Context: an optimization exercise on an open-source flow, tuned for small area, a short achievable clock period and few clock cycles per item. The choices shown serve that exercise and are no tape-out recipe.
RTL that was checked went through simulation tests only; none was proved equivalent to the original.
No functional check of the RTL was part of runs 2 and 3.

File: flow/run.sh
#!/bin/bash
# synth_recipe.tcl (not shown) runs the flow's synth.tcl, then flattens the netlist and writes it again
# the make line also repeats each setting of config.mk as NAME=value (left out here)
make -C /OpenROAD-flow-scripts/flow DESIGN_CONFIG=/design/flow/config.mk WORK_HOME=/design/flow/orfs CLKGATE_MAP_FILE= SYNTH_SCRIPT=/design/flow/synth_recipe.tcl finish
File: flow/design.v
package sdot_pkg;
   localparam int DEF_ROWS        = 16;
   localparam int DEF_MAX_COLUMNS = 1048576;
   localparam int VAL_W  = 32;   
   localparam int GAIN_W = 24;   
   localparam int RIU_W  = 5;    
   localparam int CSR_W  = 24;   
   localparam int IDX_W  = 2;    
   localparam int DIV_W  = 48;   
   localparam int DVR_W  = 24;   
   localparam logic [IDX_W-1:0] CSR_STEP_GAIN   = 2'd0;
   localparam logic [IDX_W-1:0] CSR_ROWS_IN_USE = 2'd1;
endpackage
module sdot_ram #(
   parameter int WIDTH = 32,
   parameter int DEPTH = 16
) (
   input  logic                     clock,
   input  logic                     wr_en,
   input  logic [$clog2(DEPTH)-1:0] wr_addr,
   input  logic [WIDTH-1:0]         wr_data,
   input  logic [$clog2(DEPTH)-1:0] rd_addr,
   output logic [WIDTH-1:0]         rd_data
);
   logic [WIDTH-1:0] mem_ff [DEPTH];
   logic [WIDTH-1:0] rd_data_ff;
   always_ff @(posedge clock) begin
      if (wr_en) begin
         mem_ff[wr_addr] <= wr_data;
      end
      rd_data_ff <= mem_ff[rd_addr];
   end
   assign rd_data = rd_data_ff;
endmodule
import sdot_pkg::*;
module sdot_div (
   input  logic             clock,
   input  logic             reset,
   input  logic             start,
   input  logic [sdot_pkg::DIV_W-1:0] dividend,
   input  logic [sdot_pkg::DVR_W-1:0] divisor,
   output logic             done,
   output logic [sdot_pkg::DIV_W-1:0] quotient
);
   localparam int CNT_W = $clog2(DIV_W);
   logic             busy_ff, busy_in;
   logic             done_ff, done_in;
   logic [CNT_W-1:0] cnt_ff, cnt_in;
   logic [DVR_W-1:0] rem_ff, rem_in;
   logic [DVR_W-1:0] dvs_ff, dvs_in;
   logic [DIV_W-1:0] quo_ff, quo_in;
   logic [DVR_W:0]   rem_sh;
   always_comb begin
      busy_in = busy_ff;
      done_in = 1'b0;
      cnt_in  = cnt_ff;
      rem_in  = rem_ff;
      dvs_in  = dvs_ff;
      quo_in  = quo_ff;
      rem_sh  = {rem_ff, quo_ff[DIV_W-1]};
      if (start) begin
         busy_in = 1'b1;
         cnt_in  = '0;
         rem_in  = '0;
         dvs_in  = divisor;
         quo_in  = dividend;
      end else if (busy_ff) begin
         if (rem_sh >= {1'b0, dvs_ff}) begin
            rem_in = DVR_W'(rem_sh - {1'b0, dvs_ff});
            quo_in = {quo_ff[DIV_W-2:0], 1'b1};
         end else begin
            rem_in = rem_sh[DVR_W-1:0];
            quo_in = {quo_ff[DIV_W-2:0], 1'b0};
         end
         cnt_in = cnt_ff + 1'b1;
         if (cnt_ff == CNT_W'(DIV_W - 1)) begin
            busy_in = 1'b0;
            done_in = 1'b1;
         end
      end
   end
   always_ff @(posedge clock) begin
      if (reset) begin
         busy_ff <= 1'b0;
         done_ff <= 1'b0;
         cnt_ff  <= '0;
      end else begin
         busy_ff <= busy_in;
         done_ff <= done_in;
         cnt_ff  <= cnt_in;
      end
      rem_ff <= rem_in;
      dvs_ff <= dvs_in;
      quo_ff <= quo_in;
   end
   assign done     = done_ff;
   assign quotient = quo_ff;
endmodule
import sdot_pkg::*;
module semi_discrete_ot_averaged_sgd #(
   parameter int ROWS        = sdot_pkg::DEF_ROWS,
   parameter int MAX_COLUMNS = sdot_pkg::DEF_MAX_COLUMNS
) (
   input  logic             clock,
   input  logic             reset,
   input  logic             req_valid,
   output logic             req_stall,
   input  logic [31:0]      req_cost,
   input  logic             req_final_column,
   output logic             rsp_valid,
   input  logic             rsp_stall,
   output logic [3:0]       rsp_potential_index,
   output logic [31:0]      rsp_potential_value,
   output logic             rsp_last_of_run,
   input  logic             csr_write,
   input  logic [sdot_pkg::IDX_W-1:0] csr_index,
   input  logic [sdot_pkg::CSR_W-1:0] csr_data
);
   localparam int L    = 5;                                
   localparam int M    = 16 - L;                           
   localparam int RSPC = 3;                                
   localparam int CDPC = 2;                                
   localparam logic [19:0] NMAX = 20'd1048575;
   localparam logic [49:0] BK  = 50'h1555600000000;        
   function automatic logic [31:0] sat32_l(input logic signed [33:0] x);
      if (x > 34'sh0_7FFF_FFFF)       sat32_l = 32'h7FFF_FFFF;
      else if (x < -34'sh0_8000_0000) sat32_l = 32'h8000_0000;
      else                            sat32_l = x[31:0];
   endfunction
   function automatic logic [47:0] bmul(input logic [31:0] x, input logic [15:0] y);
      logic [18:0] yx;
      logic [33:0] mag, pp;
      logic        b0, b1, b2, ng, one, two;
      logic [49:0] acc, negv;
      yx   = {2'b00, y, 1'b0};
      acc  = BK;
      negv = 50'd0;
      for (int i = 0; i < 9; i++) begin
         b0  = yx[2*i];
         b1  = yx[2*i+1];
         b2  = yx[2*i+2];
         ng  = b2 && !(b1 && b0);
         one = b1 ^ b0;
         two = (b2 && !b1 && !b0) || (!b2 && b1 && b0);
         mag = one ? {2'b00, x} : (two ? {1'b0, x, 1'b0} : 34'd0);
         pp  = ng ? ~mag : mag;
         acc = acc + ({16'd0, !pp[33], pp[32:0]} << (2 * i));
         negv[2*i] = ng;
      end
      acc  = acc + negv;
      bmul = acc[47:0];
   endfunction
   function automatic logic neg3(input logic [34:0] a, input logic [34:0] b, input logic [34:0] c);
      logic [34:0] nb, nc, s, cy, r;
      nb   = ~b;
      nc   = ~c;
      s    = a ^ nb ^ nc;
      cy   = ((a & nb) | (a & nc) | (nb & nc)) << 1;
      r    = s + cy + 35'd2;
      neg3 = r[34];
   endfunction
   logic [23:0] gain_ff;
   logic [4:0]  q, qm1, per, meff;     
   logic [4:0]  q_n;
   always_comb begin
      if (csr_data[4:0] < 5'd2)       q_n = 5'd2;
      else if (csr_data[4:0] > 5'd16) q_n = 5'd16;
      else                            q_n = csr_data[4:0];
   end
   wire csr_gain = csr_write && (csr_index == CSR_STEP_GAIN);
   wire csr_riu  = csr_write && (csr_index == CSR_ROWS_IN_USE);
   logic [4:0]  hr;                  
   logic        ib_v, ib_fin;        
   logic [31:0] ib_cost;
   logic [19:0] k_cnt;               
   logic        k0, k1;              
   logic [19:0] k_nx;
   logic [3:0]  cur_row;             
   logic        fl_act;              
   logic        fl_z;                
   logic [4:0]  fl_ptr;
   logic        out_act;             
   logic [4:0]  out_ptr;
   logic [4:0]  ft_ptr;              
   logic [23:0] u_rise;              
   logic [24:0] u_rme;               
   logic [31:0] u_m;                 
   logic [4:0]  u_l;                 
   logic [3:0]  a_reg;               
   logic signed [32:0] cmp_min;
   logic [3:0]  cmp_arg;
   logic [31:0] r0_d, r0_v;
   logic [31:0] dp2, dm2, v2, c2, m2;
   logic [4:0]  l2, row2;
   logic        act2, cst2, col1_2, fl2, last2;
   logic [31:0] ax3, d3, v3, m3;
   logic [4:0]  l3, row3;
   logic        neg3_r, act3, fl3;
   logic [47:0] plo4, phi4;
   logic [31:0] ax4, d4, v4;
   logic [4:0]  l4, row4;
   logic        neg4, act4, fl4;
   logic [31:0] quo5, d5, v5;
   logic [4:0]  row5;
   logic        neg5, act5, fl5;
   logic [M-1:0][31:0] f_d;
   logic [M-1:0][31:0] f_v;
   logic        rsp_v_ff, rsp_last_ff;
   logic [3:0]  rsp_idx_ff;
   logic [31:0] rsp_val_ff;
   logic [47:0] g2;
   logic        g2_vld, gm_busy;
   logic [23:0] gm_sr;
   logic [4:0]  gm_cnt;
   logic [19:0] nxt_idx;
   logic        sq_busy, sq_rdy;
   logic [47:0] sq_a, sq_x;
   logic [63:0] sq_y;
   logic [23:0] sq_e;
   logic [3:0]  sq_j;
   logic        dq_busy, dq_rdy;
   logic [4:0]  dq_rem;
   logic [23:0] dq_w, dq_eta;
   logic [3:0]  dq_cnt;
   logic [19:0] rc_idx, rc_n;
   logic [21:0] rc_n3;
   logic [1:0]  rc_st;               
   logic [19:0] rc_rem;
   logic [31:0] rc_m;
   logic [4:0]  rc_l;
   logic [3:0]  rc_cnt;
   logic        e_vld, r_vld;        
   logic [23:0] e_rise;
   logic [24:0] e_rme;
   logic [31:0] r_m;
   logic [4:0]  r_l;
   logic        rv, hr0, c_vld, fl_here, fl_go, c_here, c_ok, acc, act, uload, zin, col1;
   logic [23:0] rise_s;
   logic [24:0] rme_s;
   logic [31:0] m_e;
   logic [4:0]  l_e;
   logic [33:0] sp, sm;
   logic [31:0] dp, dm, vin;
   always_comb begin
      rv      = hr < q;
      hr0     = (hr == 5'd0);
      c_vld   = e_vld && r_vld;
      fl_here = fl_act && rv && (hr == fl_ptr);
      fl_go   = fl_here && ((fl_ptr != 5'd0) || (c_vld && !out_act));
      c_here  = ib_v && rv && (hr == {1'b0, cur_row});
      if (k0)
         c_ok = !fl_act || (fl_ptr > hr) || fl_go;
      else
         c_ok = (!hr0 || c_vld) && !(k1 && out_act && (hr >= out_ptr));
      acc    = c_here && c_ok;
      act    = fl_go || (acc && !k0);
      uload  = act && hr0;
      zin    = (acc && k1) || (fl_go && fl_z);
      col1   = acc && k0;
      rise_s = hr0 ? e_rise : u_rise;
      rme_s  = hr0 ? e_rme  : u_rme;
      m_e    = hr0 ? r_m    : u_m;
      l_e    = hr0 ? r_l    : u_l;
      sp     = {{2{r0_d[31]}}, r0_d} + {10'd0, rise_s};
      sm     = {{2{r0_d[31]}}, r0_d} + {{9{rme_s[24]}}, rme_s};
      if (zin) begin
         dp = {8'd0, rise_s};
         dm = {{7{rme_s[24]}}, rme_s};
      end else if (act) begin
         dp = sat32_l($signed(sp));
         dm = sat32_l($signed(sm));
      end else begin
         dp = r0_d;
         dm = r0_d;
      end
      vin    = zin ? 32'd0 : r0_v;
      k_nx   = k_cnt;
      if (acc && (hr == qm1)) begin
         if (ib_fin)              k_nx = 20'd0;
         else if (k_cnt != NMAX)  k_nx = k_cnt + 20'd1;
      end
   end
   assign req_stall = ib_v && !acc;
   logic        sel2, take2, ltp, ltm;
   logic [31:0] dsel2, cp2, cm2;
   logic [32:0] dfp, dfm, diff2, x2, xb2;
   logic [31:0] ax2;
   logic        neg2;
   always_comb begin
      sel2  = act2 && (row2 == {1'b0, a_reg});
      cp2   = col1_2 ? 32'd0 : dp2;
      cm2   = col1_2 ? 32'd0 : dm2;
      dfp   = {c2[31], c2} - {cp2[31], cp2};
      dfm   = {c2[31], c2} - {cm2[31], cm2};
      ltp   = neg3({{3{c2[31]}}, c2}, {{3{cp2[31]}}, cp2}, {{2{cmp_min[32]}}, cmp_min});
      ltm   = neg3({{3{c2[31]}}, c2}, {{3{cm2[31]}}, cm2}, {{2{cmp_min[32]}}, cmp_min});
      take2 = (row2 == 5'd0) || (sel2 ? ltm : ltp);
      diff2 = sel2 ? dfm : dfp;
      dsel2 = sel2 ? dm2 : dp2;
      x2    = {dsel2[31], dsel2} - {v2[31], v2};
      xb2   = {v2[31], v2} - {dsel2[31], dsel2};
      neg2  = x2[32];
      ax2   = neg2 ? xb2[31:0] : x2[31:0];
   end
   logic [65:0] sum4;
   logic [32:0] t4;
   logic [31:0] quo4, t_v;
   logic        t_cand, t_ld;
   always_comb begin
      sum4 = {2'b00, ax4, 32'd0} + {2'b00, phi4, 16'd0} + {18'd0, plo4};
      t4   = sum4[64:32];
      quo4 = 32'(t4 >> l4);
      if (!act5)     t_v = v5;
      else if (neg5) t_v = v5 - quo5;
      else           t_v = v5 + quo5;
      t_cand = out_act && (row5 == out_ptr) && (fl5 || (row5 < ft_ptr));
      t_ld   = t_cand && (!rsp_v_ff || !rsp_stall);
   end
   always_ff @(posedge clock) begin
      r0_d <= (meff == 5'd0) ? d5  : f_d[0];
      r0_v <= (meff == 5'd0) ? t_v : f_v[0];
      for (int i = 0; i < M; i++) begin
         if (i == M - 1 || meff == 5'(i + 1)) begin
            f_d[i] <= d5;
            f_v[i] <= t_v;
         end else begin
            f_d[i] <= f_d[(i + 1 < M) ? i + 1 : i];
            f_v[i] <= f_v[(i + 1 < M) ? i + 1 : i];
         end
      end
      dp2  <= dp;
      dm2  <= dm;
      v2   <= vin;
      c2   <= ib_cost;
      m2   <= m_e;
      l2   <= l_e;
      row2 <= hr;
      ax3    <= ax2;
      neg3_r <= neg2;
      d3     <= dsel2;
      v3     <= v2;
      m3     <= m2;
      l3     <= l2;
      row3   <= row2;
      plo4 <= bmul(ax3, m3[15:0]);
      phi4 <= bmul(ax3, m3[31:16]);
      ax4  <= ax3;
      neg4 <= neg3_r;
      d4   <= d3;
      v4   <= v3;
      l4   <= l3;
      row4 <= row3;
      quo5 <= quo4;
      neg5 <= neg4;
      d5   <= d4;
      v5   <= v4;
      row5 <= row4;
   end
   always_ff @(posedge clock) begin
      if (reset) begin
         act2   <= 1'b0;
         cst2   <= 1'b0;
         col1_2 <= 1'b0;
         fl2    <= 1'b0;
         last2  <= 1'b0;
         act3   <= 1'b0;
         fl3    <= 1'b0;
         act4   <= 1'b0;
         fl4    <= 1'b0;
         act5   <= 1'b0;
         fl5    <= 1'b0;
      end else begin
         act2   <= act;
         cst2   <= acc;
         col1_2 <= col1;
         fl2    <= fl_go;
         last2  <= acc && (hr == qm1);
         act3   <= act2;
         fl3    <= fl2;
         act4   <= act3;
         fl4    <= fl3;
         act5   <= act4;
         fl5    <= fl4;
      end
   end
   always_ff @(posedge clock) begin
      if (reset) begin
         gain_ff    <= 24'd65536;
         q          <= 5'd16;
         qm1        <= 5'd15;
         per        <= 5'd16;
         meff       <= 5'(16 - L);
         hr         <= 5'd0;
         ib_v       <= 1'b0;
         k_cnt      <= 20'd0;
         k0         <= 1'b1;
         k1         <= 1'b0;
         cur_row    <= 4'd0;
         fl_act     <= 1'b0;
         fl_z       <= 1'b0;
         fl_ptr     <= 5'd0;
         out_act    <= 1'b0;
         out_ptr    <= 5'd0;
         ft_ptr     <= 5'd0;
         rsp_v_ff   <= 1'b0;
      end else begin
         if (csr_gain) gain_ff <= csr_data[23:0];
         if (csr_riu) begin
            q    <= q_n;
            qm1  <= q_n - 5'd1;
            per  <= (q_n > 5'(L)) ? q_n : 5'(L);
            meff <= (q_n > 5'(L)) ? (q_n - 5'(L)) : 5'd0;
         end
         if (csr_riu || (hr == per - 5'd1)) hr <= 5'd0;
         else                               hr <= hr + 5'd1;
         if (!ib_v || acc) ib_v <= req_valid;
         k_cnt <= k_nx;
         k0    <= (k_nx == 20'd0);
         k1    <= (k_nx == 20'd1);
         if (fl_go) begin
            fl_ptr <= fl_ptr + 5'd1;
            if (fl_ptr == qm1) fl_act <= 1'b0;
         end
         if (acc) begin
            if (hr == qm1) begin
               cur_row <= 4'd0;
               if (ib_fin) begin
                  fl_act <= 1'b1;
                  fl_ptr <= 5'd0;
                  fl_z   <= k0;
               end
            end else begin
               cur_row <= cur_row + 4'd1;
            end
         end
         if (fl5) ft_ptr <= ft_ptr + 5'd1;
         if (t_ld) begin
            rsp_v_ff <= 1'b1;
            out_ptr  <= out_ptr + 5'd1;
            if (row5 == qm1) out_act <= 1'b0;
         end else if (!rsp_stall) begin
            rsp_v_ff <= 1'b0;
         end
         if (fl_go && (fl_ptr == 5'd0)) begin
            out_act <= 1'b1;
            out_ptr <= 5'd0;
            ft_ptr  <= 5'd0;
         end
      end
   end
   always_ff @(posedge clock) begin
      if (!ib_v || acc) begin
         ib_cost <= req_cost;
         ib_fin  <= req_final_column;
      end
      if (uload) begin
         u_rise <= e_rise;
         u_rme  <= e_rme;
         u_m    <= r_m;
         u_l    <= r_l;
      end
      if (cst2 && take2) begin
         cmp_min <= diff2;
         cmp_arg <= row2[3:0];
      end
      if (cst2 && last2) a_reg <= take2 ? row2[3:0] : cmp_arg;
      if (t_ld) begin
         rsp_idx_ff  <= row5[3:0];
         rsp_val_ff  <= t_v;
         rsp_last_ff <= (row5 == qm1);
      end
   end
   assign rsp_valid           = rsp_v_ff;
   assign rsp_potential_index = rsp_idx_ff;
   assign rsp_potential_value = rsp_val_ff;
   assign rsp_last_of_run     = rsp_last_ff;
   logic restart_q;
   always_ff @(posedge clock) restart_q <= !reset && (csr_write || (uload && fl_go));
   wire restart = reset || restart_q;
   logic [47:0] gm_acc_n;
   logic [23:0] gm_sr_n;
   always_comb begin
      gm_acc_n = g2;
      gm_sr_n  = gm_sr;
      for (int i = 0; i < 2; i++) begin
         gm_acc_n = {gm_acc_n[46:0], 1'b0} + (gm_sr_n[23] ? {24'd0, gain_ff} : 48'd0);
         gm_sr_n  = {gm_sr_n[22:0], 1'b0};
      end
   end
   logic [47:0] sq_a_n, sq_x_n;
   logic [1:0]  sq_d;
   always_comb begin : b_sq
      logic [53:0] a, nx, nx2, ny, ny4, ny8, ys;
      logic [53:0] s1, c1, s2, c2, s3, c3, s4, c4, s5, c5, d1, d2, d3;
      logic [47:0] xq, yh, yy, e1, e2, e3;
      logic        ok1, ok2, ok3;
      ys  = (sq_y[63:48] != 16'd0) ? (54'd1 << 48) : {6'd0, sq_y[47:0]};
      a   = {6'd0, sq_a};
      nx  = ~{6'd0, sq_x};
      nx2 = ~{5'd0, sq_x, 1'b0};
      ny  = ~ys;
      ny4 = ~(ys << 2);
      ny8 = ~(ys << 3);
      s1 = a ^ nx ^ ny;
      c1 = ((a & nx) | (a & ny) | (nx & ny)) << 1;
      d1 = s1 + c1 + 54'd2;
      s2 = a ^ nx2 ^ ny4;
      c2 = ((a & nx2) | (a & ny4) | (nx2 & ny4)) << 1;
      d2 = s2 + c2 + 54'd2;
      s3 = a ^ nx2 ^ nx;
      c3 = ((a & nx2) | (a & nx) | (nx2 & nx)) << 1;
      s4 = s3 ^ c3 ^ ny8;
      c4 = ((s3 & c3) | (s3 & ny8) | (c3 & ny8)) << 1;
      s5 = s4 ^ c4 ^ ny;
      c5 = ((s4 & c4) | (s4 & ny) | (c4 & ny)) << 1;
      d3 = s5 + c5 + 54'd4;
      ok1 = !d1[53];
      ok2 = !d2[53];
      ok3 = !d3[53];
      xq = {2'b00, sq_x[47:2]};
      yh = {1'b0, ys[47:1]};
      yy = ys[47:0];
      e1 = xq + yh;
      e2 = xq + yy;
      e3 = xq + yy + yh;
      if (ok3) begin
         sq_d = 2'd3; sq_a_n = d3[47:0]; sq_x_n = e3;
      end else if (ok2) begin
         sq_d = 2'd2; sq_a_n = d2[47:0]; sq_x_n = e2;
      end else if (ok1) begin
         sq_d = 2'd1; sq_a_n = d1[47:0]; sq_x_n = e1;
      end else begin
         sq_d = 2'd0; sq_a_n = sq_a; sq_x_n = xq;
      end
   end
   logic [4:0]  dq_rem_n;
   logic [23:0] dq_w_n;
   always_comb begin : b_dq
      logic [5:0] rs, df;
      dq_rem_n = dq_rem;
      dq_w_n   = dq_w;
      for (int i = 0; i < RSPC; i++) begin
         rs = {dq_rem_n, dq_w_n[23]};
         df = rs - {1'b0, q};
         if (!df[5]) begin
            dq_rem_n = df[4:0];
            dq_w_n   = {dq_w_n[22:0], 1'b1};
         end else begin
            dq_rem_n = rs[4:0];
            dq_w_n   = {dq_w_n[22:0], 1'b0};
         end
      end
   end
   logic [19:0] rc_rem_n;
   logic [31:0] rc_m_n;
   always_comb begin : b_rc
      logic [21:0] rs;
      logic [22:0] t1, t2, t3;
      rc_rem_n = rc_rem;
      rc_m_n   = rc_m;
      for (int i = 0; i < CDPC; i++) begin
         rs = {rc_rem_n, 2'b00};
         t1 = {1'b0, rs} - {3'b000, rc_n};
         t2 = {1'b0, rs} - {2'b00, rc_n, 1'b0};
         t3 = {1'b0, rs} - {1'b0, rc_n3};
         if (!t3[22]) begin
            rc_rem_n = t3[19:0]; rc_m_n = {rc_m_n[29:0], 2'd3};
         end else if (!t2[22]) begin
            rc_rem_n = t2[19:0]; rc_m_n = {rc_m_n[29:0], 2'd2};
         end else if (!t1[22]) begin
            rc_rem_n = t1[19:0]; rc_m_n = {rc_m_n[29:0], 2'd1};
         end else begin
            rc_rem_n = rs[19:0]; rc_m_n = {rc_m_n[29:0], 2'd0};
         end
      end
   end
   logic [19:0] rc_nm1;
   logic [4:0]  rc_ln;
   logic [20:0] rc_r0;
   always_comb begin
      rc_nm1 = rc_idx - 20'd1;
      rc_ln  = 5'd0;
      for (int i = 0; i < 20; i++) if (rc_nm1[i]) rc_ln = 5'(i + 1);
      rc_r0  = (21'd1 << rc_ln) - {1'b0, rc_idx};
   end
   wire rc_rdy   = (rc_st == 2'd3);
   wire sq_start = !sq_busy && !sq_rdy && ((nxt_idx == 20'd1) || g2_vld);
   wire dq_take  = sq_rdy && !dq_busy && !dq_rdy;
   wire e_take   = dq_rdy && (!e_vld || uload);
   wire r_take   = rc_rdy && (!r_vld || uload);
   always_ff @(posedge clock) begin
      if (reset) begin
         g2      <= 48'd1 << 32;
         g2_vld  <= 1'b1;
         gm_busy <= 1'b0;
      end else if (csr_gain) begin
         g2      <= 48'd0;
         g2_vld  <= 1'b0;
         gm_busy <= 1'b1;
         gm_sr   <= csr_data[23:0];
         gm_cnt  <= 5'd0;
      end else if (gm_busy) begin
         g2     <= gm_acc_n;
         gm_sr  <= gm_sr_n;
         gm_cnt <= gm_cnt + 5'd1;
         if (gm_cnt == 5'd11) begin
            gm_busy <= 1'b0;
            g2_vld  <= 1'b1;
         end
      end
      if (restart) begin
         nxt_idx <= 20'd1;
         sq_busy <= 1'b0;
         sq_rdy  <= 1'b0;
         dq_busy <= 1'b0;
         dq_rdy  <= 1'b0;
         rc_idx  <= 20'd1;
         rc_st   <= 2'd0;
         e_vld   <= 1'b0;
         r_vld   <= 1'b0;
      end else begin
         if (sq_start) begin
            if (nxt_idx != NMAX) nxt_idx <= nxt_idx + 20'd1;
            if (nxt_idx == 20'd1) begin
               sq_e   <= gain_ff;
               sq_rdy <= 1'b1;
            end else begin
               sq_a    <= g2;
               sq_x    <= 48'd0;
               sq_y    <= {nxt_idx, 44'd0};
               sq_e    <= 24'd0;
               sq_j    <= 4'd0;
               sq_busy <= 1'b1;
            end
         end else if (sq_busy) begin
            sq_a <= sq_a_n;
            sq_x <= sq_x_n;
            sq_y <= {4'd0, sq_y[63:4]};
            sq_e <= {sq_e[21:0], sq_d};
            sq_j <= sq_j + 4'd1;
            if (sq_j == 4'd11) begin
               sq_busy <= 1'b0;
               sq_rdy  <= 1'b1;
            end
         end else if (dq_take) begin
            sq_rdy <= 1'b0;
         end
         if (dq_take) begin
            dq_busy <= 1'b1;
            dq_rem  <= 5'd0;
            dq_w    <= sq_e;
            dq_eta  <= sq_e;
            dq_cnt  <= 4'd0;
         end else if (dq_busy) begin
            dq_rem <= dq_rem_n;
            dq_w   <= dq_w_n;
            dq_cnt <= dq_cnt + 4'd1;
            if (dq_cnt == 4'(24 / RSPC - 1)) begin
               dq_busy <= 1'b0;
               dq_rdy  <= 1'b1;
            end
         end else if (e_take) begin
            dq_rdy <= 1'b0;
         end
         if (e_take) begin
            e_vld  <= 1'b1;
            e_rise <= dq_w;
            e_rme  <= {1'b0, dq_w} - {1'b0, dq_eta};
         end else if (uload) begin
            e_vld  <= 1'b0;
         end
         case (rc_st)
            2'd0: begin
               rc_st  <= 2'd1;
               rc_n   <= rc_idx;
               rc_n3  <= {2'b00, rc_idx} + {1'b0, rc_idx, 1'b0};
               rc_rem <= rc_r0[19:0];
               rc_l   <= rc_ln;
               rc_m   <= 32'd0;
               rc_cnt <= 4'd0;
               if (rc_idx != NMAX) rc_idx <= rc_idx + 20'd1;
            end
            2'd1: begin
               rc_rem <= rc_rem_n;
               rc_m   <= rc_m_n;
               rc_cnt <= rc_cnt + 4'd1;
               if (rc_cnt == 4'(16 / CDPC - 1)) rc_st <= 2'd2;
            end
            2'd2: begin
               rc_m  <= rc_m + {31'd0, (rc_rem != 20'd0)};
               rc_st <= 2'd3;
            end
            default: if (r_take) rc_st <= 2'd0;
         endcase
         if (r_take) begin
            r_vld <= 1'b1;
            r_m   <= rc_m;
            r_l   <= rc_l;
         end else if (uload) begin
            r_vld <= 1'b0;
         end
      end
   end
endmodule
File: flow/config.mk
export PLATFORM = sky130hd
export DESIGN_NAME = semi_discrete_ot_averaged_sgd
export DESIGN_NICKNAME = semi_discrete_ot_averaged_sgd
export VERILOG_FILES = /design/flow/design.v
export SDC_FILE = /design/flow/constraint.sdc
export NUM_CORES = 4
export LEC_CHECK = 0
export CAP_MARGIN = 20
export CORE_MARGIN = 2
export CORE_UTILIZATION = 40
export PLACE_DENSITY = 0.6
export SLEW_MARGIN = 20
File: flow/constraint.sdc
create_clock -name core_clock -period 11.0 [get_ports {clock}]
set_input_delay 2.2000 -clock core_clock [delete_from_list [all_inputs] [get_ports {clock}]]
set_output_delay 2.2000 -clock core_clock [all_outputs]
set_load 0.01 [all_outputs]
==> flow_metrics.tcl, run 1 <==
set metrics [dict create \
    status "no timing/DRC/antenna violations" \
    regArea_mm2 0.0513 \
    startpoint "m3[1]$_DFF_P_" \
    ys_warn_count 1 \
    cts.hold.buffers_added 0 \
    synth_top_area_share_pct 20.5 \
    antenna_found_initial 26 \
    syn_area_mm2 0.153 \
    die_width_um 623 \
    skew_ns 0.174 \
    routed-via-count 116000 \
    grt_max_degree 112 \
    synth_top_area_cell "dfxtp_1" \
    die_y_um 623 \
    worst_pin_slew_ns 1.34 \
    drive_gt1_share_pct 8.17 \
    slew_headroom_pct 9.49 \
    critPathMaxStageDelay_ns 0.55 \
    setup-violations-final 0 \
    reg_top3 "f_d (352), f_v (352), sq_y (64)" \
    clockBufferDepth 4 \
    crit_fanout 47 \
    grt_overflow 0 \
    port_buffers 102 \
    synth_area_leaders "dfxtp_1 20%, edfxtp_1 13%, ha_1 12%" \
    whs_ns 0.193 \
    ys_seq_area_share_pct 33.4 \
    core_area_mm2 0.382 \
    grt_pass1_vias 114000 \
    drc 0 \
    routed_wirelength_mm 447 \
    cts_buffers 243 \
    grt_usage_pct 22.5 \
    h-tree-depth 4 \
    setup.worst_path.end_class "flip-flop" \
    ys.flop_type "dfxtp_1" \
    synth-seq-cells 2230 \
    max_freq_mhz 115 \
    post-dp-hpwl_mm 335 \
    cpMaxStageDelayCell "fa_1" \
    crit_required_ns 11.83 \
    holdPathStages 0 \
    ys_async_sr_fraction_pct 0 \
    rows 227 \
    nNetsFinal 18000 \
    drt_first_iter_violations 8696 \
    worstSkewPairLatency_ns 1.04 \
    reg2reg_slack_ns 2.32 \
    start_util_pct 40.2 \
    rsz0062_at_grt "false" \
    hold_violations 0 \
    synthCells 16000 \
    first_pass_iters 6 \
    maxCapViolations 0 \
    multi_input_area_mm2 0.0954 \
    synthMostInstantiatedCell "dfxtp_1" \
    reg2reg_from "m3[1]$_DFF_P_" \
    worstSetupStartpointType "flip-flop" \
    cts_num_sinks 2230 \
    syn_to_final_growth_pct 9.64 \
    cts_tree "done" \
    worstSetupEndpoint "plo4[47]$_DFF_P_" \
    hp-class "flip-flop to flip-flop" \
    fin_crit_ns 8.68 \
    cts_resized 0 \
    synth_common_cells "1571 x dfxtp_1, 1459 x ha_1, 1402 x nand2_1" \
    synth_fp_nets 18300 \
    synth-edff-count 659 \
    ios 103 \
    ant_nets 0 \
    fillCellCount 36500 \
    slew_viol_final 0 \
    setup.worst_path.class "flip-flop to flip-flop" \
    syn_avg_cell_area_um2 9.59 \
    cts_root_buf "clkbuf_16" \
    r2r_cells 27 \
    dieArea_mm2 0.389 \
    grt_pass1_wl_mm 686 \
    vias_per_cell 5.50 \
    finalSetupTns_ns 0 \
    ys_types 101 \
    cts.clk_slew.worst_paths_ns 0.06 \
    timing.final.crit_share_pct 78.9 \
    wl_per_cell_um 21.3 \
    post_cts_buffers 0 \
    place.gp.congestion 0.934 \
    cp.arrival_ns 9.51 \
    reg2reg_to "plo4[47]$_DFF_P_" \
    crit_top_cell "a21o_1" \
]
==> worst min path at each step <==
stage	start	to	slack [ns]
6_report	v4[17]$_DFF_P_	v5[17]$_DFF_P_	0.19
5_1_grt	v4[16]$_DFF_P_	v5[16]$_DFF_P_	0.20
4_1_cts	v4[17]$_DFF_P_	v5[17]$_DFF_P_	0.19
3_5_place_dp	m2[0]$_DFF_P_	m3[0]$_DFF_P_	0.31
3_3_place_gp	v3[30]$_DFF_P_	v4[30]$_DFF_P_	0.31
2_1_floorplan	d3[0]$_DFF_P_	d4[0]$_DFF_P_	0.31
==> cell usage in the layout, fill, tap and decap left out, drive strengths merged, types with 207 or more instances in the layout <==
cell       n
a21oi    867
a21o     432
clkbuf   307
edfxtp   659
nand3    231
a22oi    492
xor2     560
inv     1139
nor2     909
mux2     486
o21ai    965
xnor2    754
ha      1459
mux2i    215
buf      207
nand2   1402
and2     256
dfxtp   1571
nor3     214
fa       765
==> final cells by class <==
type	instances	share of cell area, %
inverters	1112	2.48
flip-flops and latches	2230	30.5
well taps	5038	3.75
diodes	29	0.0431
clock inverters	147	1.05
clock buffers	307	3.93
repair buffers	308	1.56
multi-input cells	11800	56.7
==> kinds of logic (layout without fill, tap and decap cells) <==
logic type,Yosys count,in the layout,synth area share (%)
buffers and inverters,1924,1874,4.72
other,0,29,0
and+or+nand+nor,3751,3751,11.3
AOI/OAI and AO/OA,3843,3843,16.1
adders and majority gates,2224,2224,21.9
xor gates and xnor gates,1314,1314,7.51
muxes,706,706,5.05
DFF,2230,2230,33.4
==> metal layers <==
layer,vias to the layer above,track usage (%),share of wire (%)
met1,56000,30.2,45
li1,55500,-,-
met2,3369,35.9,44
met4,4,10.0,4.9
met3,785,3.10,6.1
met5,-,0,0.0060
==> worst max-delay path, delay by kind of cell, from the launching register on <==
family | cells | cell delay [ns]
fa+ha+maj | 7 | 2.89
xor+xnor | 2 | 0.35
simple gates | 1 | 0.50
compound gates | 13 | 3.37
buf+inv | 4 | 1.18
flops | 1 | 0.30
==> metrics by stage <==
| stage | util, % | area [µm²] | instances | worst slack, ns |
|---|---|---|---|---|
| finish | 44.0 | 168000 | 21000 | 2.32 |
| global route | 44.0 | 168000 | 21000 | 1.81 |
| CTS | 44.0 | 168000 | 21000 | 2.36 |
| detailed placement | 41.8 | 160000 | 20500 | 2.37 |
| global placement | 41.8 | 160000 | 20500 | 2.40 |
| floorplan | - | 153000 | 16000 | 1.47 |
Testbench counts, summed over its fixed seeds: cycles 6,150, columns 374.
==> run 2, diff against run 1 <==
--- a/flow/design.v
+++ b/flow/design.v
@@ -120,5 +120,4 @@
    localparam int M    = 16 - L;                           
    localparam int RSPC = 3;                                
-   localparam int CDPC = 2;                                
    localparam logic [19:0] NMAX = 20'd1048575;
    localparam logic [49:0] BK  = 50'h1555600000000;        
@@ -213,21 +212,20 @@
    logic [23:0] gm_sr;
    logic [4:0]  gm_cnt;
-   logic [19:0] nxt_idx;
-   logic        sq_busy, sq_rdy;
-   logic [47:0] sq_a, sq_x;
-   logic [63:0] sq_y;
-   logic [23:0] sq_e;
-   logic [3:0]  sq_j;
+   logic [19:0] en_idx, en_n;
+   logic [21:0] en_n3;
+   logic [1:0]  en_st;               
+   logic [19:0] en_r1, en_r2;
+   logic [3:0]  en_p, en_nib, en_rc, en_nb;
+   logic        en_nibv, en_last, en_sd;
+   logic [29:0] en_R;
+   logic [23:0] en_e;
+   logic [31:0] en_m;
+   logic [4:0]  en_l;
    logic        dq_busy, dq_rdy;
    logic [4:0]  dq_rem;
    logic [23:0] dq_w, dq_eta;
+   logic [31:0] dq_m;
+   logic [4:0]  dq_l;
    logic [3:0]  dq_cnt;
-   logic [19:0] rc_idx, rc_n;
-   logic [21:0] rc_n3;
-   logic [1:0]  rc_st;               
-   logic [19:0] rc_rem;
-   logic [31:0] rc_m;
-   logic [4:0]  rc_l;
-   logic [3:0]  rc_cnt;
    logic        e_vld, r_vld;        
    logic [23:0] e_rise;
@@ -478,4 +476,17 @@
    always_ff @(posedge clock) restart_q <= !reset && (csr_write || (uload && fl_go));
    wire restart = reset || restart_q;
+   function automatic logic [21:0] div4(input logic [19:0] r, input logic [1:0] b,
+                                         input logic [19:0] n, input logic [21:0] n3);
+      logic [21:0] rs;
+      logic [22:0] t1, t2, t3;
+      rs = {r, b};
+      t1 = {1'b0, rs} - {3'b000, n};
+      t2 = {1'b0, rs} - {2'b00, n, 1'b0};
+      t3 = {1'b0, rs} - {1'b0, n3};
+      if (!t3[22])      div4 = {2'd3, t3[19:0]};
+      else if (!t2[22]) div4 = {2'd2, t2[19:0]};
+      else if (!t1[22]) div4 = {2'd1, t1[19:0]};
+      else              div4 = {2'd0, rs[19:0]};
+   endfunction
    logic [47:0] gm_acc_n;
    logic [23:0] gm_sr_n;
@@ -488,49 +499,51 @@
       end
    end
-   logic [47:0] sq_a_n, sq_x_n;
-   logic [1:0]  sq_d;
-   always_comb begin : b_sq
-      logic [53:0] a, nx, nx2, ny, ny4, ny8, ys;
-      logic [53:0] s1, c1, s2, c2, s3, c3, s4, c4, s5, c5, d1, d2, d3;
-      logic [47:0] xq, yh, yy, e1, e2, e3;
-      logic        ok1, ok2, ok3;
-      ys  = (sq_y[63:48] != 16'd0) ? (54'd1 << 48) : {6'd0, sq_y[47:0]};
-      a   = {6'd0, sq_a};
-      nx  = ~{6'd0, sq_x};
-      nx2 = ~{5'd0, sq_x, 1'b0};
-      ny  = ~ys;
-      ny4 = ~(ys << 2);
-      ny8 = ~(ys << 3);
-      s1 = a ^ nx ^ ny;
-      c1 = ((a & nx) | (a & ny) | (nx & ny)) << 1;
-      d1 = s1 + c1 + 54'd2;
-      s2 = a ^ nx2 ^ ny4;
-      c2 = ((a & nx2) | (a & ny4) | (nx2 & ny4)) << 1;
-      d2 = s2 + c2 + 54'd2;
-      s3 = a ^ nx2 ^ nx;
-      c3 = ((a & nx2) | (a & nx) | (nx2 & nx)) << 1;
-      s4 = s3 ^ c3 ^ ny8;
-      c4 = ((s3 & c3) | (s3 & ny8) | (c3 & ny8)) << 1;
-      s5 = s4 ^ c4 ^ ny;
-      c5 = ((s4 & c4) | (s4 & ny) | (c4 & ny)) << 1;
-      d3 = s5 + c5 + 54'd4;
-      ok1 = !d1[53];
-      ok2 = !d2[53];
-      ok3 = !d3[53];
-      xq = {2'b00, sq_x[47:2]};
-      yh = {1'b0, ys[47:1]};
-      yy = ys[47:0];
-      e1 = xq + yh;
-      e2 = xq + yy;
-      e3 = xq + yy + yh;
-      if (ok3) begin
-         sq_d = 2'd3; sq_a_n = d3[47:0]; sq_x_n = e3;
-      end else if (ok2) begin
-         sq_d = 2'd2; sq_a_n = d2[47:0]; sq_x_n = e2;
-      end else if (ok1) begin
-         sq_d = 2'd1; sq_a_n = d1[47:0]; sq_x_n = e1;
+   logic [3:0] g2_skip;
+   always_comb begin
+      g2_skip = 4'd11;
+      for (int i = 10; i >= 0; i--) if (g2[47-4*i -: 4] != 4'd0) g2_skip = 4'(i);
+   end
+   logic [3:0]  gn_nib;
+   logic [19:0] gn_r1;
+   logic [29:0] sq_R_n;
+   logic [23:0] sq_e_n;
+   logic [19:0] rc_r2_n;
+   logic [31:0] rc_m_n;
+   always_comb begin : b_eng
+      logic [21:0] o1, o2;
+      logic [3:0]  nb;
+      logic [29:0] rr;
+      logic [30:0] t1, t2, t3;
+      nb     = en_nb;
+      o1     = div4(en_r1, nb[3:2], en_n, en_n3);
+      o2     = div4(o1[19:0], nb[1:0], en_n, en_n3);
+      gn_nib = {o1[21:20], o2[21:20]};
+      gn_r1  = o2[19:0];
+      rr = {en_R[25:0], en_nib};
+      t1 = {1'b0, rr} - {4'd0, en_e[22:0], 3'd1};
+      t2 = {1'b0, rr} - {3'd0, en_e[22:0], 4'd4};
+      t3 = {1'b0, rr} - ({3'd0, en_e[22:0], 4'd0} + {4'd0, en_e[22:0], 3'd0} + 31'd9);
+      if (!t3[30]) begin
+         sq_R_n = t3[29:0]; sq_e_n = {en_e[21:0], 2'd3};
+      end else if (!t2[30]) begin
+         sq_R_n = t2[29:0]; sq_e_n = {en_e[21:0], 2'd2};
+      end else if (!t1[30]) begin
+         sq_R_n = t1[29:0]; sq_e_n = {en_e[21:0], 2'd1};
       end else begin
-         sq_d = 2'd0; sq_a_n = sq_a; sq_x_n = xq;
+         sq_R_n = rr;       sq_e_n = {en_e[21:0], 2'd0};
       end
+      o1      = div4(en_r2, 2'd0, en_n, en_n3);
+      o2      = div4(o1[19:0], 2'd0, en_n, en_n3);
+      rc_r2_n = o2[19:0];
+      rc_m_n  = {en_m[27:0], o1[21:20], o2[21:20]};
+   end
+   logic [19:0] su_nm1;
+   logic [4:0]  su_l;
+   logic [20:0] su_r0;
+   always_comb begin
+      su_nm1 = en_idx - 20'd1;
+      su_l   = 5'd0;
+      for (int i = 0; i < 20; i++) if (su_nm1[i]) su_l = 5'(i + 1);
+      su_r0  = (21'd1 << su_l) - {1'b0, en_idx};
    end
    logic [4:0]  dq_rem_n;
@@ -552,41 +565,12 @@
       end
    end
-   logic [19:0] rc_rem_n;
-   logic [31:0] rc_m_n;
-   always_comb begin : b_rc
-      logic [21:0] rs;
-      logic [22:0] t1, t2, t3;
-      rc_rem_n = rc_rem;
-      rc_m_n   = rc_m;
-      for (int i = 0; i < CDPC; i++) begin
-         rs = {rc_rem_n, 2'b00};
-         t1 = {1'b0, rs} - {3'b000, rc_n};
-         t2 = {1'b0, rs} - {2'b00, rc_n, 1'b0};
-         t3 = {1'b0, rs} - {1'b0, rc_n3};
-         if (!t3[22]) begin
-            rc_rem_n = t3[19:0]; rc_m_n = {rc_m_n[29:0], 2'd3};
-         end else if (!t2[22]) begin
-            rc_rem_n = t2[19:0]; rc_m_n = {rc_m_n[29:0], 2'd2};
-         end else if (!t1[22]) begin
-            rc_rem_n = t1[19:0]; rc_m_n = {rc_m_n[29:0], 2'd1};
-         end else begin
-            rc_rem_n = rs[19:0]; rc_m_n = {rc_m_n[29:0], 2'd0};
-         end
-      end
-   end
-   logic [19:0] rc_nm1;
-   logic [4:0]  rc_ln;
-   logic [20:0] rc_r0;
-   always_comb begin
-      rc_nm1 = rc_idx - 20'd1;
-      rc_ln  = 5'd0;
-      for (int i = 0; i < 20; i++) if (rc_nm1[i]) rc_ln = 5'(i + 1);
-      rc_r0  = (21'd1 << rc_ln) - {1'b0, rc_idx};
-   end
-   wire rc_rdy   = (rc_st == 2'd3);
-   wire sq_start = !sq_busy && !sq_rdy && ((nxt_idx == 20'd1) || g2_vld);
-   wire dq_take  = sq_rdy && !dq_busy && !dq_rdy;
-   wire e_take   = dq_rdy && (!e_vld || uload);
-   wire r_take   = rc_rdy && (!r_vld || uload);
+   wire        dq_free = !dq_busy && !dq_rdy;
+   wire        sq_fin  = en_nibv && en_last;
+   wire        en_fin  = (en_st == 2'd1) && (sq_fin || en_sd) && en_rc[3];
+   wire [23:0] e_fin   = sq_fin ? sq_e_n : en_e;
+   wire [31:0] m_fin   = (en_rc == 4'd8) ? (en_m + {31'd0, (en_r2 != 20'd0)}) : en_m;
+   wire        dq_take = dq_free && (en_fin || (en_st == 2'd3));
+   wire        en_go   = ((en_st == 2'd0) || dq_take) && ((en_idx == 20'd1) || g2_vld);
+   wire        e_take  = dq_rdy && !e_vld;
    always_ff @(posedge clock) begin
       if (reset) begin
@@ -610,45 +594,71 @@
       end
       if (restart) begin
-         nxt_idx <= 20'd1;
-         sq_busy <= 1'b0;
-         sq_rdy  <= 1'b0;
+         en_idx  <= 20'd1;
+         en_st   <= 2'd0;
          dq_busy <= 1'b0;
          dq_rdy  <= 1'b0;
-         rc_idx  <= 20'd1;
-         rc_st   <= 2'd0;
          e_vld   <= 1'b0;
          r_vld   <= 1'b0;
       end else begin
-         if (sq_start) begin
-            if (nxt_idx != NMAX) nxt_idx <= nxt_idx + 20'd1;
-            if (nxt_idx == 20'd1) begin
-               sq_e   <= gain_ff;
-               sq_rdy <= 1'b1;
+         if (en_go) begin
+            if (en_idx != NMAX) en_idx <= en_idx + 20'd1;
+            if (en_idx == 20'd1) begin
+               en_e  <= gain_ff;
+               en_m  <= 32'd0;
+               en_l  <= 5'd0;
+               en_st <= 2'd3;
             end else begin
-               sq_a    <= g2;
-               sq_x    <= 48'd0;
-               sq_y    <= {nxt_idx, 44'd0};
-               sq_e    <= 24'd0;
-               sq_j    <= 4'd0;
-               sq_busy <= 1'b1;
-            end
-         end else if (sq_busy) begin
-            sq_a <= sq_a_n;
-            sq_x <= sq_x_n;
-            sq_y <= {4'd0, sq_y[63:4]};
-            sq_e <= {sq_e[21:0], sq_d};
-            sq_j <= sq_j + 4'd1;
-            if (sq_j == 4'd11) begin
-               sq_busy <= 1'b0;
-               sq_rdy  <= 1'b1;
+               en_n    <= en_idx;
+               en_n3   <= {2'b00, en_idx} + {1'b0, en_idx, 1'b0};
+               en_r1   <= 20'd0;
+               en_p    <= g2_skip;
+               en_nb   <= g2[47 - 4 * g2_skip -: 4];
+               en_nibv <= 1'b0;
+               en_last <= 1'b0;
+               en_R    <= 30'd0;
+               en_e    <= 24'd0;
+               en_r2   <= su_r0[19:0];
+               en_m    <= 32'd0;
+               en_l    <= su_l;
+               en_rc   <= 4'd0;
+               en_sd   <= 1'b0;
+               en_st   <= 2'd1;
             end
          end else if (dq_take) begin
-            sq_rdy <= 1'b0;
+            en_st <= 2'd0;
+         end else if (en_fin) begin
+            en_e  <= e_fin;
+            en_m  <= m_fin;
+            en_st <= 2'd3;
+         end else if (en_st == 2'd1) begin
+            en_r1   <= gn_r1;
+            en_nib  <= gn_nib;
+            en_nibv <= !en_last && !en_sd;
+            if (en_p == 4'd11) en_last <= 1'b1;
+            else begin
+               en_p  <= en_p + 4'd1;
+               en_nb <= g2[43 - 4 * en_p -: 4];
+            end
+            if (en_nibv) begin
+               en_R <= sq_R_n;
+               en_e <= sq_e_n;
+               if (en_last) en_sd <= 1'b1;
+            end
+            if (en_rc < 4'd8) begin
+               en_r2 <= rc_r2_n;
+               en_m  <= rc_m_n;
+               en_rc <= en_rc + 4'd1;
+            end else if (en_rc == 4'd8) begin
+               en_m  <= m_fin;
+               en_rc <= 4'd9;
+            end
          end
          if (dq_take) begin
             dq_busy <= 1'b1;
             dq_rem  <= 5'd0;
-            dq_w    <= sq_e;
-            dq_eta  <= sq_e;
+            dq_w    <= (en_st == 2'd3) ? en_e : e_fin;
+            dq_eta  <= (en_st == 2'd3) ? en_e : e_fin;
+            dq_m    <= (en_st == 2'd3) ? en_m : m_fin;
+            dq_l    <= en_l;
             dq_cnt  <= 4'd0;
          end else if (dq_busy) begin
@@ -665,38 +675,12 @@
          if (e_take) begin
             e_vld  <= 1'b1;
+            r_vld  <= 1'b1;
             e_rise <= dq_w;
             e_rme  <= {1'b0, dq_w} - {1'b0, dq_eta};
+            r_m    <= dq_m;
+            r_l    <= dq_l;
          end else if (uload) begin
             e_vld  <= 1'b0;
-         end
-         case (rc_st)
-            2'd0: begin
-               rc_st  <= 2'd1;
-               rc_n   <= rc_idx;
-               rc_n3  <= {2'b00, rc_idx} + {1'b0, rc_idx, 1'b0};
-               rc_rem <= rc_r0[19:0];
-               rc_l   <= rc_ln;
-               rc_m   <= 32'd0;
-               rc_cnt <= 4'd0;
-               if (rc_idx != NMAX) rc_idx <= rc_idx + 20'd1;
-            end
-            2'd1: begin
-               rc_rem <= rc_rem_n;
-               rc_m   <= rc_m_n;
-               rc_cnt <= rc_cnt + 4'd1;
-               if (rc_cnt == 4'(16 / CDPC - 1)) rc_st <= 2'd2;
-            end
-            2'd2: begin
-               rc_m  <= rc_m + {31'd0, (rc_rem != 20'd0)};
-               rc_st <= 2'd3;
-            end
-            default: if (r_take) rc_st <= 2'd0;
-         endcase
-         if (r_take) begin
-            r_vld <= 1'b1;
-            r_m   <= rc_m;
-            r_l   <= rc_l;
-         end else if (uload) begin
-            r_vld <= 1'b0;
+            r_vld  <= 1'b0;
          end
       end
--- a/flow/config.mk
+++ b/flow/config.mk
@@ -10,3 +10,4 @@
 export CORE_UTILIZATION = 40
 export PLACE_DENSITY = 0.6
+export SETUP_SLACK_MARGIN = 3.0
 export SLEW_MARGIN = 20
==> flow_metrics.tcl, run 2 <==
set metrics [dict create \
    status "no timing/DRC/antenna violations" \
    ios 103 \
    clockBufferDepth 4 \
    synth_fp_nets 16300 \
    dieArea_mm2 0.350 \
    synth_common_cells "1548 x dfxtp_1, 1427 x nand2_1, 1189 x ha_1" \
    mostFrequentLayoutCell "dfxtp_1" \
    cts.clk_slew.worst_paths_ns 0.06 \
    synth-seq-cells 2141 \
    port_buffers 102 \
    routed_wirelength_mm 380 \
    wl_per_cell_um 20.0 \
    cts_tree "done" \
    cts.hold.buffers_added 0 \
    crit_fanout 32 \
    antenna_found_initial 17 \
    holdPathStages 0 \
    whs_ns 0.287 \
    synth_top_area_cell "dfxtp_1" \
    cts_num_sinks 2141 \
    h-tree-depth 4 \
    ant_nets 0 \
    setup-violations-final 0 \
    slew_viol_final 0 \
    grt_pass1_vias 101000 \
    ys_types 117 \
    ys_seq_area_share_pct 35.4 \
    maxCapViolations 0 \
    fin_cells 19000 \
    start_util_pct 40.2 \
    dp_cells 18500 \
    nNetsFinal 16000 \
    hp-class "flip-flop to flip-flop" \
    synth-edff-count 593 \
    grt_pass1_wl_mm 593 \
    syn_avg_cell_area_um2 9.54 \
    syn_area_mm2 0.138 \
    die_width_um 591 \
    drt_first_iter_violations 7866 \
    r2r_cells 25 \
    skew_ns 0.0948 \
    setup.worst_path.class "flip-flop to flip-flop" \
    rsz0062_at_grt "false" \
    cp.arrival_ns 8.44 \
    synthMostInstantiatedCell "dfxtp_1" \
    fin_area_mm2 0.152 \
    hold_violations 0 \
    slew_headroom_pct 31.3 \
    die_y_um 591 \
    ys.flop_type "dfxtp_1" \
    setup.worst_path.end_class "flip-flop" \
    worstSkewPairLatency_ns 0.94 \
    core_area_mm2 0.343 \
    drc 0 \
    finalSetupTns_ns 0 \
    synth_area_leaders "dfxtp_1 22%, edfxtp_1 13%, ha_1 11%" \
    grt_max_degree 97 \
    cts_root_buf "clkbuf_16" \
    reg_top3 "f_d (352), f_v (352)" \
    routed-via-count 104000 \
    fin_crit_ns 7.62 \
    synth_top_area_share_pct 22.5 \
    grt_usage_pct 21.3 \
    crit_required_ns 11.82 \
    place.gp.congestion 0.904 \
    rows 215 \
    drive_gt1_share_pct 8.47 \
    vias_per_cell 5.46 \
    ys_async_sr_fraction_pct 0 \
    max_freq_mhz 131 \
    final_cell_mix "1542 x dfxtp_1, 1422 x nand2_1, 1187 x ha_1" \
    first_pass_iters 6 \
    ys_warn_count 1 \
    worst_pin_slew_ns 1.00 \
    cts_buffers 227 \
    post_dp_cell_area_mm2 0.143 \
    synthCells 14500 \
    grt_overflow 0 \
    worstSetupStartpointType "flip-flop" \
    timing.final.crit_share_pct 69.3 \
    post-dp-hpwl_mm 277 \
    syn_to_final_growth_pct 9.99 \
]
## run 2: routing by layer
layer / GRT usage [%] / up-vias / wire length [µm]
met1: 29.8 / 50000 / 177000
met4: 5.51 / 0 / 9990
met5: 0 / - / 0
met2: 34.9 / 2769 / 172000
li1: - / 50200 / -
met3: 2.51 / 527 / 20800
## run 2: final cells by class
cell class | instances | area, µm²
antenna | 14 | 35.0
clock buffer | 299 | 6440
clock inverter | 129 | 1640
fill | 33000 | 192000
inverter | 807 | 3040
multi-input combinational | 10700 | 83600
sequential | 2141 | 48800
tap | 4557 | 5700
timing repair buffer | 296 | 2510
## run 2: cell families after synthesis
| kind of cell | after synthesis | share of synthesized area (%) |
|---|---|---|
| buffers and inverters | 1597 | 4.38 |
| XOR/XNOR | 1272 | 8.09 |
| multiplexers | 650 | 5.19 |
| AO/OA/AOI/OAI | 3458 | 16.1 |
| AND/OR/NAND/NOR | 3602 | 12.1 |
| flip-flops | 2141 | 35.4 |
| adder cells (fa/ha/maj) | 1743 | 18.8 |
## run 2: path summary, 6_finish.rpt
kind / startpoint / to / slack (ns)
min: v3[18]$_DFF_P_ / v4[18]$_DFF_P_ / 0.29
max reg2reg: m3[21]$_DFF_P_ / phi4[46]$_DFF_P_ / 3.38
min reg2reg: v3[18]$_DFF_P_ / v4[18]$_DFF_P_ / 0.29
max: m3[21]$_DFF_P_ / phi4[46]$_DFF_P_ / 3.38
## run 2: stage by stage
step           setup slack (ns)  utilization [%]
2_1_floorplan              4.38                -
3_3_place_gp               2.67             41.8
3_5_place_dp               2.66             41.8
4_1_cts                    3.02             44.1
5_1_grt                    2.99             44.2
6_report                   3.38             44.2
## run 2: critical path, cell delays in order, from the launching register on
cell	delay, ns
dfxtp_1	0.35
ha_2	0.55
buf_4	0.38
nor2_2	0.07
buf_4	0.27
a22oi_1	0.24
xor2_1	0.20
fa_1	0.52
fa_1	0.48
fa_1	0.52
inv_1	0.05
fa_1	0.36
ha_1	0.31
ha_1	0.32
or3_1	0.37
and2_1	0.18
a41o_1	0.28
a31oi_1	0.26
o221a_2	0.26
nor2_1	0.06
nor4_1	0.30
o21ai_0	0.24
a41oi_1	0.41
o21bai_1	0.11
a21oi_1	0.26
o311a_1	0.21
## run 2: what timing repair did
action | CTS | global route
cloned | 0 | 0
resized for setup | 3 | 22
endpoints found under the setup margin | 15 | 53
pin swaps | 0 | 1
setup buffers | 0 | 17
==> run 3, diff against run 2 <==
--- a/flow/design.v
+++ b/flow/design.v
@@ -121,5 +121,5 @@
    localparam int RSPC = 3;                                
    localparam logic [19:0] NMAX = 20'd1048575;
-   localparam logic [49:0] BK  = 50'h1555600000000;        
+   localparam logic [65:0] BK  = 66'h15555555600000000;    
    function automatic logic [31:0] sat32_l(input logic signed [33:0] x);
       if (x > 34'sh0_7FFF_FFFF)       sat32_l = 32'h7FFF_FFFF;
@@ -127,27 +127,4 @@
       else                            sat32_l = x[31:0];
    endfunction
-   function automatic logic [47:0] bmul(input logic [31:0] x, input logic [15:0] y);
-      logic [18:0] yx;
-      logic [33:0] mag, pp;
-      logic        b0, b1, b2, ng, one, two;
-      logic [49:0] acc, negv;
-      yx   = {2'b00, y, 1'b0};
-      acc  = BK;
-      negv = 50'd0;
-      for (int i = 0; i < 9; i++) begin
-         b0  = yx[2*i];
-         b1  = yx[2*i+1];
-         b2  = yx[2*i+2];
-         ng  = b2 && !(b1 && b0);
-         one = b1 ^ b0;
-         two = (b2 && !b1 && !b0) || (!b2 && b1 && b0);
-         mag = one ? {2'b00, x} : (two ? {1'b0, x, 1'b0} : 34'd0);
-         pp  = ng ? ~mag : mag;
-         acc = acc + ({16'd0, !pp[33], pp[32:0]} << (2 * i));
-         negv[2*i] = ng;
-      end
-      acc  = acc + negv;
-      bmul = acc[47:0];
-   endfunction
    function automatic logic neg3(input logic [34:0] a, input logic [34:0] b, input logic [34:0] c);
       logic [34:0] nb, nc, s, cy, r;
@@ -196,6 +173,6 @@
    logic [4:0]  l3, row3;
    logic        neg3_r, act3, fl3;
-   logic [47:0] plo4, phi4;
-   logic [31:0] ax4, d4, v4;
+   logic [65:0] ps4, pc4;                
+   logic [31:0] d4, v4;
    logic [4:0]  l4, row4;
    logic        neg4, act4, fl4;
@@ -301,4 +278,57 @@
       ax2   = neg2 ? xb2[31:0] : x2[31:0];
    end
+   logic [17:0][65:0] pt0;
+   logic [11:0][65:0] pt1;
+   logic [7:0][65:0]  pt2;
+   logic [5:0][65:0]  pt3;
+   logic [3:0][65:0]  pt4;
+   logic [2:0][65:0]  pt5;
+   logic [1:0][65:0]  pt6;
+   always_comb begin : b_booth
+      logic [34:0] mx;
+      logic [33:0] mag, pp;
+      logic        b0, b1, b2, ng, one, two;
+      logic [65:0] negv;
+      mx   = {2'b01, m3, 1'b0};
+      negv = 66'd0;
+      for (int i = 0; i < 17; i++) begin
+         b0  = mx[2*i];
+         b1  = mx[2*i+1];
+         b2  = mx[2*i+2];
+         ng  = b2 && !(b1 && b0);
+         one = b1 ^ b0;
+         two = (b2 && !b1 && !b0) || (!b2 && b1 && b0);
+         mag = one ? {2'b00, ax3} : (two ? {1'b0, ax3, 1'b0} : 34'd0);
+         pp  = ng ? ~mag : mag;
+         pt0[i]    = {32'd0, !pp[33], pp[32:0]} << (2 * i);
+         negv[2*i] = ng;
+      end
+      pt0[17] = BK | negv;
+   end
+   always_comb begin : b_tree
+      for (int g = 0; g < 6; g++) begin
+         pt1[2*g]   = pt0[3*g] ^ pt0[3*g+1] ^ pt0[3*g+2];
+         pt1[2*g+1] = ((pt0[3*g] & pt0[3*g+1]) | (pt0[3*g] & pt0[3*g+2]) | (pt0[3*g+1] & pt0[3*g+2])) << 1;
+      end
+      for (int g = 0; g < 4; g++) begin
+         pt2[2*g]   = pt1[3*g] ^ pt1[3*g+1] ^ pt1[3*g+2];
+         pt2[2*g+1] = ((pt1[3*g] & pt1[3*g+1]) | (pt1[3*g] & pt1[3*g+2]) | (pt1[3*g+1] & pt1[3*g+2])) << 1;
+      end
+      for (int g = 0; g < 2; g++) begin
+         pt3[2*g]   = pt2[3*g] ^ pt2[3*g+1] ^ pt2[3*g+2];
+         pt3[2*g+1] = ((pt2[3*g] & pt2[3*g+1]) | (pt2[3*g] & pt2[3*g+2]) | (pt2[3*g+1] & pt2[3*g+2])) << 1;
+      end
+      pt3[4] = pt2[6];
+      pt3[5] = pt2[7];
+      for (int g = 0; g < 2; g++) begin
+         pt4[2*g]   = pt3[3*g] ^ pt3[3*g+1] ^ pt3[3*g+2];
+         pt4[2*g+1] = ((pt3[3*g] & pt3[3*g+1]) | (pt3[3*g] & pt3[3*g+2]) | (pt3[3*g+1] & pt3[3*g+2])) << 1;
+      end
+      pt5[0] = pt4[0] ^ pt4[1] ^ pt4[2];
+      pt5[1] = ((pt4[0] & pt4[1]) | (pt4[0] & pt4[2]) | (pt4[1] & pt4[2])) << 1;
+      pt5[2] = pt4[3];
+      pt6[0] = pt5[0] ^ pt5[1] ^ pt5[2];
+      pt6[1] = ((pt5[0] & pt5[1]) | (pt5[0] & pt5[2]) | (pt5[1] & pt5[2])) << 1;
+   end
    logic [65:0] sum4;
    logic [32:0] t4;
@@ -306,5 +336,5 @@
    logic        t_cand, t_ld;
    always_comb begin
-      sum4 = {2'b00, ax4, 32'd0} + {2'b00, phi4, 16'd0} + {18'd0, plo4};
+      sum4 = ps4 + pc4;
       t4   = sum4[64:32];
       quo4 = 32'(t4 >> l4);
@@ -341,7 +371,6 @@
       l3     <= l2;
       row3   <= row2;
-      plo4 <= bmul(ax3, m3[15:0]);
-      phi4 <= bmul(ax3, m3[31:16]);
-      ax4  <= ax3;
+      ps4  <= pt6[0];
+      pc4  <= pt6[1];
       neg4 <= neg3_r;
       d4   <= d3;
==> flow_metrics.tcl, run 3 <==
set metrics [dict create \
    synth_area_leaders "dfxtp_1 23%, edfxtp_1 13%, ha_1 9.8%" \
    crit_required_ns 11.64 \
    grt_pass1_vias 104000 \
    final_cell_mix "1683 x nand2_1, 1553 x dfxtp_1, 1065 x ha_1" \
    status "no timing/DRC/antenna violations" \
    grt_pass1_wl_mm 627 \
    h-tree-depth 4 \
    slew_headroom_pct 22.6 \
    setup.worst_path.end_class "flip-flop" \
    synth_top_area_cell "dfxtp_1" \
    fin_util_pct 44.2 \
    ys.flop_type "dfxtp_1" \
    reg2reg_slack_ns 3.41 \
    wl_per_cell_um 21.3 \
    slew_viol_final 0 \
    post-dp-hpwl_mm 293 \
    setup-violations-final 0 \
    ys_seq_area_share_pct 35.6 \
    synth-edff-count 593 \
    cts_root_buf "clkbuf_16" \
    timing.final.crit_share_pct 69.0 \
    crit_fanout 15 \
    antenna_found_initial 15 \
    vias_per_cell 5.52 \
    grt_usage_pct 22.9 \
    worstSetupStartpointType "flip-flop" \
    synthMostInstantiatedCell "nand2_1" \
    worstSkewPairLatency_ns 0.96 \
    rsz0062_at_grt "false" \
    cp.arrival_ns 8.23 \
    synth_fp_nets 16300 \
    synth_common_cells "1693 x nand2_1, 1558 x dfxtp_1, 1076 x ha_1" \
    core_area_mm2 0.342 \
    port_buffers 102 \
    syn_avg_cell_area_um2 9.40 \
    die_width_um 590 \
    hp-class "flip-flop to flip-flop" \
    drt_first_iter_violations 8477 \
    first_pass_iters 6 \
    ys_types 133 \
    rows 215 \
    grt_overflow 0 \
    setup.worst_path.class "flip-flop to flip-flop" \
    nNetsFinal 16000 \
    clockBufferDepth 4 \
    syn_area_mm2 0.138 \
    synth-seq-cells 2151 \
    die_y_um 590 \
    cts.clk_slew.worst_paths_ns 0.07 \
    drc 0 \
    reg_top3 "f_d (352), f_v (352), ps4 (63)" \
    ant_nets 0 \
    drive_gt1_share_pct 8.29 \
    routed-via-count 105000 \
    synth_top_area_share_pct 22.7 \
    mostFrequentLayoutCell "nand2_1" \
    skew_ns 0.110 \
    grt_max_degree 85 \
    ys_warn_count 1 \
    start_util_pct 40.2 \
    whs_ns 0.247 \
    place.gp.congestion 0.927 \
    dieArea_mm2 0.348 \
    hold_violations 0 \
    cts_buffers 233 \
    ios 103 \
    pre_cts_ws_ns 2.69 \
    syn_to_final_growth_pct 9.97 \
    finalSetupTns_ns 0 \
    max_freq_mhz 132 \
    cts_tree "done" \
    synthCells 14600 \
    ys_async_sr_fraction_pct 0 \
    maxCapViolations 0 \
    cts.hold.buffers_added 0 \
    cts_num_sinks 2151 \
    fin_crit_ns 7.59 \
    fillCellCount 33100 \
    worst_pin_slew_ns 1.16 \
    setup_slack_ns 3.41 \
    routed_wirelength_mm 407 \
]
-- run 3: layout make-up --
cell class | count | area [µm²] | area share (%)
multi-input cells | 10600 | 82000 | 54.2
flip-flops and latches | 2151 | 49000 | 32.4
clock buffers | 325 | 6730 | 4.45
well taps | 4557 | 5700 | 3.77
inverters | 1024 | 3860 | 2.55
repair buffers | 293 | 2510 | 1.66
clock inverters | 109 | 1370 | 0.908
diodes | 4 | 10.0 | 0.00662
-- run 3: timing repair --
| item | CTS | global route |
|---|---|---|
| endpoints found under the hold margin | 0 | 0 |
| buffers inserted | 0 | 7 |
| gates resized for setup | 2 | 12 |
| endpoints found under the setup margin | 10 | 41 |
-- run 3: metrics by stage --
stage          area, µm²  std cells
2_1_floorplan     138000      14600
3_3_place_gp      143000      18600
3_5_place_dp      143000      18600
4_1_cts           151000      19100
5_1_grt           151000      19100
6_report          151000      19100
-- run 3: kinds of logic (layout without fill, tap and decap cells) --
kind of cell | Yosys count | in the layout | synth area share [%]
muxes | 560 | 560 | 4.57
AOI/OAI and AO/OA | 3431 | 3431 | 16.3
buffers and inverters | 1842 | 1751 | 5.12
other | 0 | 4 | 0
DFF | 2151 | 2151 | 35.6
adders and majority gates | 1649 | 1649 | 18.1
and+or+nand+nor | 3741 | 3741 | 12.3
xor gates and xnor gates | 1247 | 1247 | 7.95
-- run 3: final timing paths --
check                          start                      to  cells after the start
hold reg to reg        l2[3]$_DFF_P_           l3[3]$_DFF_P_                      0
setup / recovery  en_n3[0]$_DFFE_PP_  en_r1[2]$_SDFFCE_PP0P_                     25
setup reg to reg  en_n3[0]$_DFFE_PP_  en_r1[2]$_SDFFCE_PP0P_                     25
hold / removal         l2[3]$_DFF_P_           l3[3]$_DFF_P_                      0
-- run 3: layer usage --
| metal | share of wire (%) | global-route usage [%] |
|---|---|---|
| met3 | 6.7 | 3.29 |
| met5 | 0 | 0 |
| met2 | 44 | 36.6 |
| met4 | 3.5 | 7.56 |
| met1 | 45 | 31.7 |
-- run 3: worst max-delay path, stage by stage (launching register included) --
cell	delay, ns
edfxtp_1	0.35
buf_4	0.25
ha_1	0.25
inv_1	0.09
fa_1	0.41
a21o_1	0.19
a21oi_2	0.22
o21ai_1	0.14
a41oi_2	0.31
o311ai_2	0.21
a2111oi_2	0.43
nor2_1	0.23
nor2_1	0.43
clkinv_1	0.42
o221ai_1	0.54
ha_1	0.39
o21a_1	0.21
o221a_2	0.30
a311o_1	0.40
nand2_1	0.12
o2111ai_1	0.20
a221oi_4	0.44
o21ai_2	0.23
buf_6	0.22
mux2i_1	0.20
o21ai_0	0.13

==> what the ideal ports hide <==
In the flow no input, the clock included, has a driving cell. The finished layouts below were timed again as built, in two steps. Step 1 sets driving cells, clkbuf_16 on the clock port and buf_2 on the other inputs (assumed; they add their load-dependent delay and slew). Step 2 times the ports against the registers' clock, not the clock port: input delays grow and output delays shrink by t, the midpoint of the rising clock arrivals with the driver on. Three values: ideal, step 1, step 2; two values: the first two.
run	t (ns)	setup slack, ns	hold slack, ns	latest minus earliest clock arrival (ns)	cell pins on the clock port's net
run 1	1.067	2.316 / 2.316 / 2.316	0.193 / 0.193 / 0.193	0.184 / 0.184	1
run 2	0.980	3.377 / 3.377 / 3.377	0.287 / 0.287 / 0.287	0.103 / 0.103	1
run 3	1.000	3.414 / 3.414 / 3.414	0.247 / 0.247 / 0.247	0.112 / 0.112	1
After both steps setup and hold are still met in every run listed.
